Source: an optimization exercise on an open RTL-to-GDS flow (aim: small area, a short achievable clock period and few clock cycles per item). Production flows keep margins and buffers that such runs may drop.
At most, simulation tests tie the RTL to the original design; equivalence was not proved.

## fft_dit_top
module fft_dit_top (
   input  logic        clk,
   input  logic        rst_n,
   input  logic [15:0] in_x,
   input  logic        in_nd,
   output logic [15:0] out_x,
   output logic        out_nd,
   output logic        overflow
);
Size: about 3500 cells after synthesis, roughly 790 flip-flops, about 37 I/O pins.
clock: 9.0 ns
lec_check: 0
abc_clock_period_in_ps: 3500
cap_margin: 20
core_margin: 2
core_utilization: 40
setup_slack_margin: 5
slew_margin: 20
standard.sh (not shown) runs the stock make flow with config.mk's settings and CLKGATE_MAP_FILE= SYNTH_SCRIPT=/design/flow/synth_recipe.tcl, a recipe that flattens the netlist after the stock synthesis.
==> flow/flow/run.sh <==
#!/bin/bash
set -euo pipefail
bash standard.sh SETUP_SLACK_MARGIN=5.5 finish > standard_flow.log 2>&1
Testbench counts at the start, summed over its fixed seeds: cycles 7,040, frames 384.
Next try:
--- a/flow/design.v
+++ b/flow/design.v
@@ -39,26 +39,29 @@
             q1 = ~br << 6; q2 = br << 2; q3 = br; q4 = bi << 4; q5 = bi << 3;
             qc = 16'd64;
          end
       endcase
    end
    logic [15:0] sp, cp, sq, cq;
    tw_tree u_tp (.x1(r1), .x2(r2), .x3(r3), .x4(r4), .x5(r5), .k(pc), .s(sp), .c(cp));
    tw_tree u_tq (.x1(q1), .x2(q2), .x3(q3), .x4(q4), .x5(q5), .k(qc), .s(sq), .c(cq));
    logic [6:0] lop, loq;
-   logic [7:0] lcp;
+   logic [5:0] zx, zo;
+   logic       nz;
    assign lop = {1'b0, sp[5:0]} + {1'b0, cp[5:0]};
-   assign lcp = {2'b0, sp[5:0]} + {2'b0, cp[5:0]} + 8'd63;
    assign loq = {1'b0, sq[5:0]} + {1'b0, cq[5:0]};
+   assign zx  = sp[5:0] ^ cp[5:0];
+   assign zo  = {sp[4:0] | cp[4:0], 1'b0};
+   assign nz  = (zx != zo);
    assign hp  = sp[14:6];
    assign lp  = cp[14:6];
    assign cfp = lop[6];
-   assign ccp = lcp[7:6];
+   assign ccp = {lop[6] & nz, lop[6] ^ nz};
    assign hq  = sq[14:6];
    assign lq  = cq[14:6];
    assign cfq = loq[6];
 endmodule
 module tw_tree (
    input  logic [15:0] x1, x2, x3, x4, x5, k,
    output logic [15:0] s,
    output logic [15:0] c
 );
@@ -182,48 +185,50 @@
    input  logic        rst_n,
    input  logic [15:0] in_x,
    input  logic        in_nd,
    output logic [15:0] out_x,
    output logic        out_nd,
    output logic        overflow
 );
    logic [3:0]  wcnt;        
    logic [15:0] d8 [8];
-   logic [15:0] d4 [5];
+   logic [15:0] d4 [4];
+   logic [15:0] d4x;         
    logic [15:0] c1s, c1d;
    bf_w0 u_bf0 (.a(d8[7]), .b(in_x), .s(c1s), .d(c1d));
    always_ff @(posedge clk) begin
       if (in_nd) begin
          d8[0] <= wcnt[3] ? c1d : in_x;
          for (int n = 1; n < 8; n++) d8[n] <= d8[n-1];
          d4[0] <= c1s;
-         for (int n = 1; n < 5; n++) d4[n] <= d4[n-1];
+         for (int n = 1; n < 4; n++) d4[n] <= d4[n-1];
       end
    end
    logic [15:0] c1s_q, c1d_q;
    logic        v;
    logic [3:0]  cnt;
    always_ff @(posedge clk) begin
       c1s_q <= c1s;
       c1d_q <= c1d;
+      d4x   <= d4[3];
       cnt   <= wcnt;
    end
    always_ff @(posedge clk or negedge rst_n) begin
       if (!rst_n) begin
          v    <= 1'b0;
          wcnt <= '0;
       end else begin
          v <= in_nd;
          if (in_nd) wcnt <= wcnt + 4'd1;
       end
    end
    logic [15:0] g_in [4];
-   bf_w0 u_bf1a (.a(d4[4]), .b(c1s_q), .s(g_in[0]), .d(g_in[2]));
+   bf_w0 u_bf1a (.a(d4x), .b(c1s_q), .s(g_in[0]), .d(g_in[2]));
    bf_w4 u_bf1b (.a(d8[4]), .b(c1d_q), .s(g_in[1]), .d(g_in[3]));
    logic [9:0]  xp_in [2], xq_in [2];
    always_comb begin
       xp_in[0] = {{2{g_in[1][7]}},  g_in[1][7:0]}  + {{2{g_in[1][15]}}, g_in[1][15:8]};
       xq_in[0] = {{2{g_in[1][15]}}, g_in[1][15:8]} - {{2{g_in[1][7]}},  g_in[1][7:0]};
       xp_in[1] = {{2{g_in[3][15]}}, g_in[3][15:8]} - {{2{g_in[3][7]}},  g_in[3][7:0]};
       xq_in[1] = 10'd0 - {{2{g_in[3][7]}}, g_in[3][7:0]} - {{2{g_in[3][15]}}, g_in[3][15:8]};
    end
    logic [15:0] y_q [4];
@@ -244,28 +249,26 @@
    end
    always_ff @(posedge clk or negedge rst_n) begin
       if (!rst_n) yv <= 1'b0;
       else        yv <= v & cnt[3] & cnt[2];
    end
    logic [15:0] ya [4];
    logic [15:0] yb [4];
    logic [15:0] da [4];
    logic [15:0] db [4];
-   logic [15:0] y2h;         
    logic [9:0]  xp2h, xq2h;  
    logic        st;          
    logic        c2;          
    logic        y01;         
    logic        u1, u2;      
    logic        se, sh, sg;
    always_ff @(posedge clk) begin
       if (c2) begin
-         y2h  <= y_q[2];
          xp2h <= xp_q[1];
          xq2h <= xq_q[1];
       end
    end
    always_ff @(posedge clk or negedge rst_n) begin
       if (!rst_n) begin
          st  <= 1'b0;
          c2  <= 1'b0;
          y01 <= 1'b0;
@@ -285,19 +288,19 @@
          sg  <= st | u1;
       end
    end
    logic        e02, h02, g02;    
    logic [15:0] a02, b02, s02, d02;
    assign e02 = se;
    assign h02 = sh;
    assign g02 = sg;
    assign a02 = g02 ? (h02 ? yb[2] : ya[2]) : (h02 ? yb[0] : ya[0]);
-   assign b02 = g02 ? (h02 ? y_q[2] : y2h) : y_q[0];
+   assign b02 = g02 ? (h02 ? y_q[2] : db[2]) : y_q[0];
    bf_w04 u_bf02 (.rot(g02), .a(a02), .b(b02), .s(s02), .d(d02));
    logic        e13p, h13p, g13p;
    assign e13p = se;
    assign h13p = sh;
    assign g13p = sg;
    logic [9:0]  xp13, xq13;
    assign xp13 = g13p ? (h13p ? xp_q[1] : xp2h) : xp_q[0];
    assign xq13 = g13p ? (h13p ? xq_q[1] : xq2h) : xq_q[0];
    logic [8:0]  ph_re, pl_re, ph_im, pl_im;
@@ -332,18 +335,19 @@
          for (int k = 0; k < 4; k += 2) begin
             if (!yj[0]) ya[k] <= y_q[k];
             else        yb[k] <= y_q[k];
          end
          if (!yj[0]) ya[3] <= y_q[3];
          else        yb[3] <= y_q[3];
       end
       if (v & (cnt == 4'd12)) ya[1] <= g_in[1];
       if (v & (cnt == 4'd13)) yb[1] <= g_in[1];
+      if (c2) db[2] <= y_q[2];
       if (e02) begin
          if (!h02) begin
             ya[{g02, 1'b0}] <= s02;
             da[{g02, 1'b0}] <= d02;
          end else begin
             yb[{g02, 1'b0}] <= s02;
             db[{g02, 1'b0}] <= d02;
          end
       end
Register-to-register slack loses 90 ps. Synthesized cell count went down by 0.37%. Hold slack loses 6.1 ps.
For the second run of this note, only the layout was checked, not whether the RTL still works.

the baseline:
Another version of the RTL of fft_dit_top (not shown whole).
Size in the first run: ~3600 cells after synthesis, ~770 flip-flops, ~43000 sq um of cells after synthesis.
==> flow/config.mk <==
export PLATFORM = sky130hd
export DESIGN_NAME = fft_dit_top
export DESIGN_NICKNAME = fft_dit_top
export VERILOG_FILES = /design/flow/design.v
export SDC_FILE = /design/flow/constraint.sdc
export NUM_CORES = 4
export LEC_CHECK = 0
export ABC_CLOCK_PERIOD_IN_PS = 3500
export CAP_MARGIN = 20
export CORE_MARGIN = 2
export CORE_UTILIZATION = 40
export CTS_BUF_LIST = sky130_fd_sc_hd__clkbuf_4
export CTS_CLUSTER_SIZE = 12
export SETUP_SLACK_MARGIN = 5
export SLEW_MARGIN = 20
export TNS_END_PERCENT = 20
==> flow/constraint.sdc <==
create_clock -name core_clock -period 9.0 [get_ports {clk}]
set_input_delay 1.8000 -clock core_clock [delete_from_list [all_inputs] [get_ports {clk}]]
set_output_delay 1.8000 -clock core_clock [all_outputs]
set_load 0.01 [all_outputs]
Scripts as last shown in full above: flow/flow/run.sh
For the candidate, these inputs were changed with respect to the baseline:
--- a/flow/design.v
+++ b/flow/design.v
@@ -292,34 +292,21 @@
    assign xp13 = sg ? (sh ? xp_q[1] : xp2h) : xp_q[0];
    assign xq13 = sg ? (sh ? xq_q[1] : xq2h) : xq_q[0];
    logic [8:0]  ph_re, pl_re, ph_im, pl_im;
    logic        pc_re, pc_im;
    mul_w2_cs u_m13 (.xp(xp13), .xq(xq13),
       .ph_re(ph_re), .pl_re(pl_re), .pc_re(pc_re),
       .ph_im(ph_im), .pl_im(pl_im), .pc_im(pc_im));
-   logic [8:0]  qh_re, ql_re, qh_im, ql_im;
-   logic        qc_re, qc_im;
-   logic        e13, h13, g13;    
-   always_ff @(posedge clk) begin
-      qh_re <= ph_re; ql_re <= pl_re; qc_re <= pc_re;
-      qh_im <= ph_im; ql_im <= pl_im; qc_im <= pc_im;
-      h13   <= sh;
-      g13   <= sg;
-   end
-   always_ff @(posedge clk or negedge rst_n) begin
-      if (!rst_n) e13 <= 1'b0;
-      else        e13 <= se;
-   end
    logic [15:0] a13, s13, d13;
-   assign a13 = g13 ? (h13 ? yb[3] : ya[3]) : (h13 ? yb[1] : ya[1]);
+   assign a13 = sg ? (sh ? yb[3] : ya[3]) : (sh ? yb[1] : ya[1]);
    logic [8:0] sr13, si13, dr13, di13;
-   assign sr13 = {a13[7],  a13[7:0]}  + qh_re + ql_re + qc_re;
-   assign si13 = {a13[15], a13[15:8]} + qh_im + ql_im + qc_im;
-   assign dr13 = {a13[7],  a13[7:0]}  - qh_re - ql_re - qc_re;
-   assign di13 = {a13[15], a13[15:8]} - qh_im - ql_im - qc_im;
+   assign sr13 = {a13[7],  a13[7:0]}  + ph_re + pl_re + pc_re;
+   assign si13 = {a13[15], a13[15:8]} + ph_im + pl_im + pc_im;
+   assign dr13 = {a13[7],  a13[7:0]}  - ph_re - pl_re - pc_re;
+   assign di13 = {a13[15], a13[15:8]} - ph_im - pl_im - pc_im;
    assign s13 = {si13[8:1], sr13[8:1]};
    assign d13 = {di13[8:1], dr13[8:1]};
    always_ff @(posedge clk) begin
       if (y01) begin
          if (!yj[0]) begin
             ya[0] <= y_q[0]; ya[2] <= y_q[2]; ya[3] <= y_q[3];
          end else begin
@@ -332,21 +319,21 @@
          ya[0] <= s0u; da[0] <= d0u;
          ya[2] <= s2u; da[2] <= d2u;
       end
       if (st) begin
          yb[0] <= s0u; db[0] <= d0u;
          yb[2] <= s2u; db[2] <= d2u;
       end
-      if (e13) begin
-         if (!h13) begin
-            ya[{g13, 1'b1}] <= s13;
-            da[{g13, 1'b1}] <= d13;
+      if (se) begin
+         if (!sh) begin
+            ya[{sg, 1'b1}] <= s13;
+            da[{sg, 1'b1}] <= d13;
          end else begin
-            yb[{g13, 1'b1}] <= s13;
-            db[{g13, 1'b1}] <= d13;
+            yb[{sg, 1'b1}] <= s13;
+            db[{sg, 1'b1}] <= d13;
          end
       end
    end
    logic        r_act;
    logic [3:0]  r_m;         
    logic [3:0]  m_r;
    logic        r_v;
@@ -356,15 +343,15 @@
    logic [3:0]  m_q;         
    logic        m_v;
    logic [15:0] sa;
    assign r_v = st | r_act;
    assign m_r = r_m;
    logic [15:0] sg3;
    assign sg3 = m_r[2] ? db[m_r[1:0]] : yb[m_r[1:0]];
-   assign sb  = st ? s0u : ((m_r[3:2] == 2'd0) & m_r[0]) ? s13 : sg3;
+   assign sb  = st ? s0u : sg3;
    always_ff @(posedge clk) begin
       b_q  <= sb;
       su_q <= {sg3[7], sg3[7:0]} + {sg3[15], sg3[15:8]};
       df_q <= {sg3[15], sg3[15:8]} - {sg3[7], sg3[7:0]};
       m_q  <= m_r;
    end
    always_ff @(posedge clk or negedge rst_n) begin
The candidate vs the baseline, startpoint of the most critical setup path: sh$_DFF_PN0_ vs yb[3][1]$_DFFE_PP_. Compared with the baseline, finished layout cell area in the candidate decreased slightly. A slowest cell on the critical path of sky130_fd_sc_hd__mux4_2 is what the baseline shows, while sky130_fd_sc_hd__dfrtp_4 belongs to the candidate. Delta (the candidate minus the baseline): logic depth of the worst setup path including buffers +7; total of fill cells in the finished design -103; global-route total usage across every layer -0.26 points.
No run of this note included a check of the RTL's function; only the layout flow was run.

Another version of the RTL of fft_dit_top (not shown whole).
Size: roughly 3400 cells after synthesis, about 770 flip-flops, ~37 I/O pins, about 42000 sq um of cells after synthesis.
==> flow/config.mk <==
export PLATFORM = sky130hd
export DESIGN_NAME = fft_dit_top
export DESIGN_NICKNAME = fft_dit_top
export VERILOG_FILES = /design/flow/design.v
export SDC_FILE = /design/flow/constraint.sdc
export NUM_CORES = 4
export LEC_CHECK = 0
export ABC_CLOCK_PERIOD_IN_PS = 3500
export CAP_MARGIN = 20
export CORE_MARGIN = 2
export CORE_UTILIZATION = 40
export SETUP_SLACK_MARGIN = 5
export SLEW_MARGIN = 20
export TNS_END_PERCENT = 20
==> flow/constraint.sdc <==
create_clock -name core_clock -period 9.0 [get_ports {clk}]
set_input_delay 1.8000 -clock core_clock [delete_from_list [all_inputs] [get_ports {clk}]]
set_output_delay 1.8000 -clock core_clock [all_outputs]
set_load 0.01 [all_outputs]
Scripts as last shown in full above: flow/flow/run.sh
Testbench counts at the start, summed over its fixed seeds: cycles 7,040, frames 384.
Next try:
--- a/flow/design.v
+++ b/flow/design.v
@@ -226,21 +226,20 @@
       xp_in[0] = {{2{g_in[1][7]}},  g_in[1][7:0]}  + {{2{g_in[1][15]}}, g_in[1][15:8]};
       xq_in[0] = {{2{g_in[1][15]}}, g_in[1][15:8]} - {{2{g_in[1][7]}},  g_in[1][7:0]};
       xp_in[1] = {{2{g_in[3][15]}}, g_in[3][15:8]} - {{2{g_in[3][7]}},  g_in[3][7:0]};
       xq_in[1] = 10'd0 - {{2{g_in[3][7]}}, g_in[3][7:0]} - {{2{g_in[3][15]}}, g_in[3][15:8]};
    end
    logic [15:0] y_q [4];
    logic [9:0]  xp_q [2], xq_q [2];
    logic        yv;
    logic [1:0]  yj;
    always_ff @(posedge clk) begin
-      y_q[0]  <= g_in[0];
       y_q[3]  <= g_in[3];
       xp_q[0] <= xp_in[0];
       xq_q[0] <= xq_in[0];
       if (v & cnt[3] & cnt[2]) begin
          y_q[2]  <= g_in[2];
          xp_q[1] <= xp_in[1];
          xq_q[1] <= xq_in[1];
       end
       yj <= cnt[1:0];
    end
@@ -283,22 +282,29 @@
          se  <= (v & (cnt[3:1] == 3'b111)) | st | u1;
          sh  <= (v & (cnt == 4'd15)) | u1;
          sg  <= st | u1;
       end
    end
    logic        e02, h02, g02;    
    logic [15:0] a02, b02, s02, d02;
    assign e02 = se;
    assign h02 = sh;
    assign g02 = sg;
-   assign a02 = g02 ? (h02 ? yb[2] : ya[2]) : (h02 ? yb[0] : ya[0]);
-   assign b02 = g02 ? (h02 ? y_q[2] : db[2]) : y_q[0];
+   always_ff @(posedge clk) begin
+      if (v & (cnt == 4'd14))      a02 <= ya[0];
+      else if (v & (cnt == 4'd15)) a02 <= yb[0];
+      else if (st)                 a02 <= ya[2];
+      else                         a02 <= yb[2];
+      if (st)      b02 <= db[2];
+      else if (u1) b02 <= y_q[2];
+      else         b02 <= g_in[0];
+   end
    bf_w04 u_bf02 (.rot(g02), .a(a02), .b(b02), .s(s02), .d(d02));
    logic        e13p, h13p, g13p;
    assign e13p = se;
    assign h13p = sh;
    assign g13p = sg;
    logic [9:0]  xp13, xq13;
    assign xp13 = g13p ? (h13p ? xp_q[1] : xp2h) : xp_q[0];
    assign xq13 = g13p ? (h13p ? xq_q[1] : xq2h) : xq_q[0];
    logic [8:0]  ph_re, pl_re, ph_im, pl_im;
    logic        pc_re, pc_im;
@@ -312,34 +318,34 @@
       qh_re <= ph_re; ql_re <= pl_re; qc_re <= pc_re;
       qh_im <= ph_im; ql_im <= pl_im; qc_im <= pc_im;
       h13   <= h13p;
       g13   <= g13p;
    end
    always_ff @(posedge clk or negedge rst_n) begin
       if (!rst_n) e13 <= 1'b0;
       else        e13 <= e13p;
    end
    logic [15:0] a13, s13, d13;
-   assign a13 = g13 ? (h13 ? yb[3] : ya[3]) : (h13 ? yb[1] : ya[1]);
+   always_ff @(posedge clk) a13 <= g13p ? (h13p ? yb[3] : ya[3]) : (h13p ? yb[1] : ya[1]);
    logic [8:0] sr13, si13, dr13, di13;
    assign sr13 = {a13[7],  a13[7:0]}  + qh_re + ql_re + qc_re;
    assign si13 = {a13[15], a13[15:8]} + qh_im + ql_im + qc_im;
    assign dr13 = {a13[7],  a13[7:0]}  - qh_re - ql_re - qc_re;
    assign di13 = {a13[15], a13[15:8]} - qh_im - ql_im - qc_im;
    assign s13 = {si13[8:1], sr13[8:1]};
    assign d13 = {di13[8:1], dr13[8:1]};
    always_ff @(posedge clk) begin
       if (y01) begin
-         for (int k = 0; k < 4; k += 2) begin
-            if (!yj[0]) ya[k] <= y_q[k];
-            else        yb[k] <= y_q[k];
-         end
+         if (!yj[0]) ya[0] <= b02;
+         else        yb[0] <= b02;
+         if (!yj[0]) ya[2] <= y_q[2];
+         else        yb[2] <= y_q[2];
          if (!yj[0]) ya[3] <= y_q[3];
          else        yb[3] <= y_q[3];
       end
       if (v & (cnt == 4'd12)) ya[1] <= g_in[1];
       if (v & (cnt == 4'd13)) yb[1] <= g_in[1];
       if (c2) db[2] <= y_q[2];
       if (e02) begin
          if (!h02) begin
             ya[{g02, 1'b0}] <= s02;
             da[{g02, 1'b0}] <= d02;
After rerunning:
- final area is higher by 2.2%
- routed wire length went up by 2.7%
- register-to-register slack degrades by 20 ps
- clock skew decreases by 7.2 ps
- worst setup slack loses 24 ps
- non-clock buffer count fell by 12
- clock-buffer cell count climbs by 6
- worst hold slack loses 3.6 ps
For the second run of this note, only the layout was checked, not whether the RTL still works.

-- what the ideal ports hide --
Ports are ideal in the flow. The routed layouts listed here were re-timed in OpenROAD. Step 1 (the two cells are an assumption about what drives the block):
set clk [get_ports {clk}]
set_driving_cell -lib_cell sky130_fd_sc_hd__clkbuf_16 $clk
set_driving_cell -lib_cell sky130_fd_sc_hd__buf_2 [delete_from_list [all_inputs] $clk]
Step 2 adds t to the input delays and takes it off the output delays; t is the mean of the earliest and latest rising clock arrival at the registers after step 1. Input paths then give back, and output paths get back, about the clock's delay inside the block. Three values: ideal, step 1, step 2; two values: the first two.
run | shift t [ns] | slack for setup (ns) | slew at the worst register clock pin (ns) | worst data-port slew with drivers (ns)
the first run of note 1 | 0.714 | 5.507 / 5.507 / 4.913 | 0.07 / 0.07 | 0.04
the second run of note 1 | 0.706 | 5.421 / 5.421 / 4.910 | 0.07 / 0.07 | 0.04
the baseline | 1.140 | 5.376 / 5.376 / 4.690 | 0.08 / 0.08 | 0.10
the candidate | 1.119 | 4.064 / 4.064 / 4.064 | 0.08 / 0.08 | 0.06
the first run of note 3 | 0.699 | 5.445 / 5.449 / 4.789 | 0.07 / 0.07 | 0.04
the second run of note 3 | 0.728 | 5.421 / 5.421 / 4.796 | 0.06 / 0.06 | 0.04
After both steps every run listed still meets setup and hold. For the baseline, which loses most, drivers alone change the setup slack by 0.000 ns; drivers and shift together by -0.686 ns.
